Source: an optimization exercise on an open RTL-to-GDS flow (aim: small area, a short achievable clock period and few clock cycles per item). Production flows keep margins and buffers that such runs may drop. Only simulation tests tie the RTL to the original design; equivalence was not proved. Power and IR drop assume default switching activity.

== juniper ==
==> flow/design.v (excerpt) <==
module centered_moving_average_unit #(
  parameter int MAX_HALF_WIDTH = CMA_MAX_HALF_WIDTH,
  parameter int SAMPLE_BITS    = CMA_SAMPLE_BITS
) (
  input  logic               clk,
  input  logic               rst,
  input  logic               cfg_wr_en,
  input  logic [CFG_W-1:0]   cfg_wr_data,    
  input  logic               s_axis_tvalid,
  output logic               s_axis_tready,
  input  logic [TDATA_W-1:0] s_axis_tdata,   
  input  logic               s_axis_tlast,   
  output logic               m_axis_tvalid,
  input  logic               m_axis_tready,
  output logic [TDATA_W-1:0] m_axis_tdata,   
  output logic               m_axis_tlast,   
  output logic               m_axis_tuser    
);
==> flow/config.mk <==
export PLATFORM = sky130hd
export DESIGN_NAME = centered_moving_average_unit
export DESIGN_NICKNAME = centered_moving_average_unit
export VERILOG_FILES = /design/flow/design.v
export SDC_FILE = /design/flow/constraint.sdc
export NUM_CORES = 4
export LEC_CHECK = 0
export ABC_CLOCK_PERIOD_IN_PS = 2500
export CAP_MARGIN = 20
export CORE_MARGIN = 2
export CORE_UTILIZATION = 40
export CTS_BUF_LIST = sky130_fd_sc_hd__clkbuf_8 sky130_fd_sc_hd__clkbuf_16
export CTS_CLUSTER_DIAMETER = 60
export CTS_CLUSTER_SIZE = 30
export SETUP_SLACK_MARGIN = 2.9
export SLEW_MARGIN = 20
export TNS_END_PERCENT = 10
==> flow/constraint.sdc <==
create_clock -name core_clock -period 5.5 [get_ports {clk}]
set_input_delay 1.1000 -clock core_clock [delete_from_list [all_inputs] [get_ports {clk}]]
set_output_delay 1.1000 -clock core_clock [all_outputs]
set_load 0.01 [all_outputs]
run.sh (not shown) runs the stock make flow with config.mk's settings and CLKGATE_MAP_FILE= SYNTH_SCRIPT=/design/flow/synth_recipe.tcl, a recipe that flattens the netlist after the stock synthesis.
Testbench counts of juniper, summed over its fixed seeds: cycles 15,462, items 13,361.
> inputs changed (juniper -> ember)
Settings: CORE_UTILIZATION: 40 -> 55; CTS_CLUSTER_SIZE: 30 -> 20.
--- outcome ---
Comparing ember and juniper, the lower number of rows created at floorplan is on ember.
The final layout from ember, which completed every stage, passed the timing, DRC and antenna checks at the end of the flow.
Changes observed in ember relative to juniper: switching component of the power moved down, clock network area share now larger, areal power density over the cells saw an increase, total cell area at the placement stage fell by 1500 sq um.
### ember -> quartz
Settings: CORE_UTILIZATION now 40, was 55; CTS_BUF_LIST now sky130_fd_sc_hd__clkbuf_8, was sky130_fd_sc_hd__clkbuf_8 sky130_fd_sc_hd__clkbuf_16; CTS_CLUSTER_DIAMETER now 40, was 60.
==> comparison <==
Relative to ember, clock period minus worst slack has gone down in quartz.
Going from ember to quartz, sequential fraction of design power went down, total power rose by 0.0028 W, total number of tap cells moved up, number of H-tree branching levels climbed 1.
The maximum clock frequency of quartz is higher than that of ember.
Input changes introduced in indigo (baseline for comparison: quartz):
Settings: CTS_CLUSTER_DIAMETER removed (was 40); SETUP_SLACK_MARGIN changed from 2.9 to 2.7; CTS_CLUSTER_SIZE removed (was 20); CTS_BUF_LIST changed from sky130_fd_sc_hd__clkbuf_8 to sky130_fd_sc_hd__clkbuf_4 sky130_fd_sc_hd__clkbuf_8.
--- outcome ---
- Taking quartz as the reference point, the clock skew of indigo rises by 0.012 ns.
- Multi-input gate share of the layout cell area is higher on quartz
- Amount of wire on met3 after detailed routing in indigo is about 0.6% below quartz.
- Between quartz and indigo, portion of total power attributed to sequential cells is higher for quartz, indigo comes in under that.

---

## the reference run
centered_moving_average_unit again, from the RTL that the note above started with.
clock: 5.5 ns
lec_check: 0
abc_clock_period_in_ps: 2500
cap_margin: 20
core_margin: 2
core_utilization: 40
cts_buf_list: sky130_fd_sc_hd__clkbuf_8 sky130_fd_sc_hd__clkbuf_16
cts_cluster_diameter: 60
cts_cluster_size: 20
setup_slack_margin: 3.0
slew_margin: 20
tns_end_percent: 10
Both conditions hold for the reference run: the flow ran to the end and the final layout passed the timing, DRC and antenna checks.
Testbench counts of the reference run, summed over its fixed seeds: cycles 15,462, items 13,361.
> inputs changed (the reference run -> the trial run)
diff --git a/flow/config.mk b/flow/config.mk
--- a/flow/config.mk
+++ b/flow/config.mk
@@ -12,2 +12,2 @@
-export CTS_BUF_LIST = sky130_fd_sc_hd__clkbuf_8 sky130_fd_sc_hd__clkbuf_16
-export CTS_CLUSTER_DIAMETER = 60
+export CTS_BUF_LIST = sky130_fd_sc_hd__clkbuf_4 sky130_fd_sc_hd__clkbuf_8
+export CTS_CLUSTER_DIAMETER = 40
@@ -15 +15 @@
-export SETUP_SLACK_MARGIN = 3.0
+export SETUP_SLACK_MARGIN = 2.9
## What came out
- Per the final summary, the reference run finished and its layout is clean on timing, DRC and antenna.
- The trial run ran to completion and came out clean on the timing, DRC and antenna checks.
- Sort the trial run and the reference run by final standard cell utilization of the core asc -> top: the reference run
- The trial run vs the reference run: post-layout instance count excluding filler cells up by a few percent
- The cell with the largest stage delay on the worst path comes out sky130_fd_sc_hd__edfxtp_1 in one run and sky130_fd_sc_hd__nor3_1 in the other, namely in the trial run and the reference run respectively.
- The trial run against the reference run: total of fill cells in the finished design neither gained nor lost much, summed area of non-filler cells in the final layout picked up an extra 1200 µm².

---

Starting RTL as in the previous note.
clock: 5.5 ns
lec_check: 0
abc_clock_period_in_ps: 2500
cap_margin: 20
core_margin: 2
core_utilization: 40
cts_buf_list: sky130_fd_sc_hd__clkbuf_8 sky130_fd_sc_hd__clkbuf_16
cts_cluster_diameter: 60
cts_cluster_size: 24
setup_slack_margin: 2.9
slew_margin: 20
tns_end_percent: 10
Testbench counts at the start, summed over its fixed seeds: cycles 15,462, items 13,361.
Edit:
Settings changed: CTS_BUF_LIST sky130_fd_sc_hd__clkbuf_8 sky130_fd_sc_hd__clkbuf_16 to sky130_fd_sc_hd__clkbuf_4 sky130_fd_sc_hd__clkbuf_8, CTS_CLUSTER_DIAMETER 60 to unset, CTS_CLUSTER_SIZE 24 to unset, SETUP_SLACK_MARGIN 2.9 to 3.2.
=> Setup slack is better by 18 ps. Cell count grows by about 6.5%. Critical path depth shrinks by 6. Count of clock-buffer cells in the layout grows by 523. Combinational power grows by about 14%. Global-route usage grows by 0.75 points. Total power grows by 11%. Routed wire length grows by about 6%. First-iteration DRC count shrinks by 2.0%. Worst hold slack is worse by 8.0 ps.
Edit:
Settings changed: CTS_BUF_LIST sky130_fd_sc_hd__clkbuf_4 sky130_fd_sc_hd__clkbuf_8 to sky130_fd_sc_hd__clkbuf_8 sky130_fd_sc_hd__clkbuf_16, CTS_CLUSTER_DIAMETER set to 60, CTS_CLUSTER_SIZE set to 20, SETUP_SLACK_MARGIN 3.2 to 2.9.
The new run ran to the end with no violations.
Global-route usage is lower by 0.72 points.
Hold slack improves by 8.5 ps.
Final area is lower by a few percent.
Edit:
Settings changed: CTS_BUF_LIST sky130_fd_sc_hd__clkbuf_8 sky130_fd_sc_hd__clkbuf_16 to sky130_fd_sc_hd__clkbuf_8, CTS_CLUSTER_DIAMETER 60 to 45, CTS_CLUSTER_SIZE 20 to 16.
=> The changed run passed the timing, DRC and antenna checks. Routed wire length came out higher by 1.3%. Power came out higher by 2.5%. Setup slack degrades by 33 ps. Cell area climbs by 0.74%. Synthesized area is unchanged. Via count rose by 1.7%. Clock-buffer cell count rose by 148.

## re-timing with driven ports
No port has a modelled driver above. Below, the same layouts with a new extraction and two added sets of constraints.
Step 1: set_driving_cell puts a clkbuf_16 on clk and a buf_2 on each other input, an assumption about the parent block.
Step 2 times the ports against the registers' clock, not the clock port: input delays grow and output delays shrink by t, the midpoint of the rising clock arrivals with the driver on.
a / b / c = no drivers / after step 1 / after step 2; a / b = the first two.
run	t (ns)	setup WS [ns]	worst slew at a driven data input, ns
juniper	0.944	2.867 / 2.777 / 2.017	0.08
ember	0.943	2.676 / 2.587 / 1.872	0.20
quartz	1.067	2.781 / 2.729 / 2.027	0.08
indigo	1.067	2.443 / 2.443 / 1.965	0.08
the reference run	0.957	2.826 / 2.785 / 1.941	0.08
the trial run	1.068	2.781 / 2.728 / 2.038	0.08
the first run of note 3	0.960	2.847 / 2.761 / 1.966	0.07
the second run of note 3	1.065	2.865 / 2.779 / 1.995	0.08
the third run of note 3	0.956	2.853 / 2.780 / 1.975	0.08
the fourth run of note 3	1.042	2.820 / 2.742 / 2.014	0.08
After both steps every run listed still meets setup and hold. The setup slack of the reference run, which loses most, moves by -0.041 ns with the drivers and by -0.885 ns with both steps.
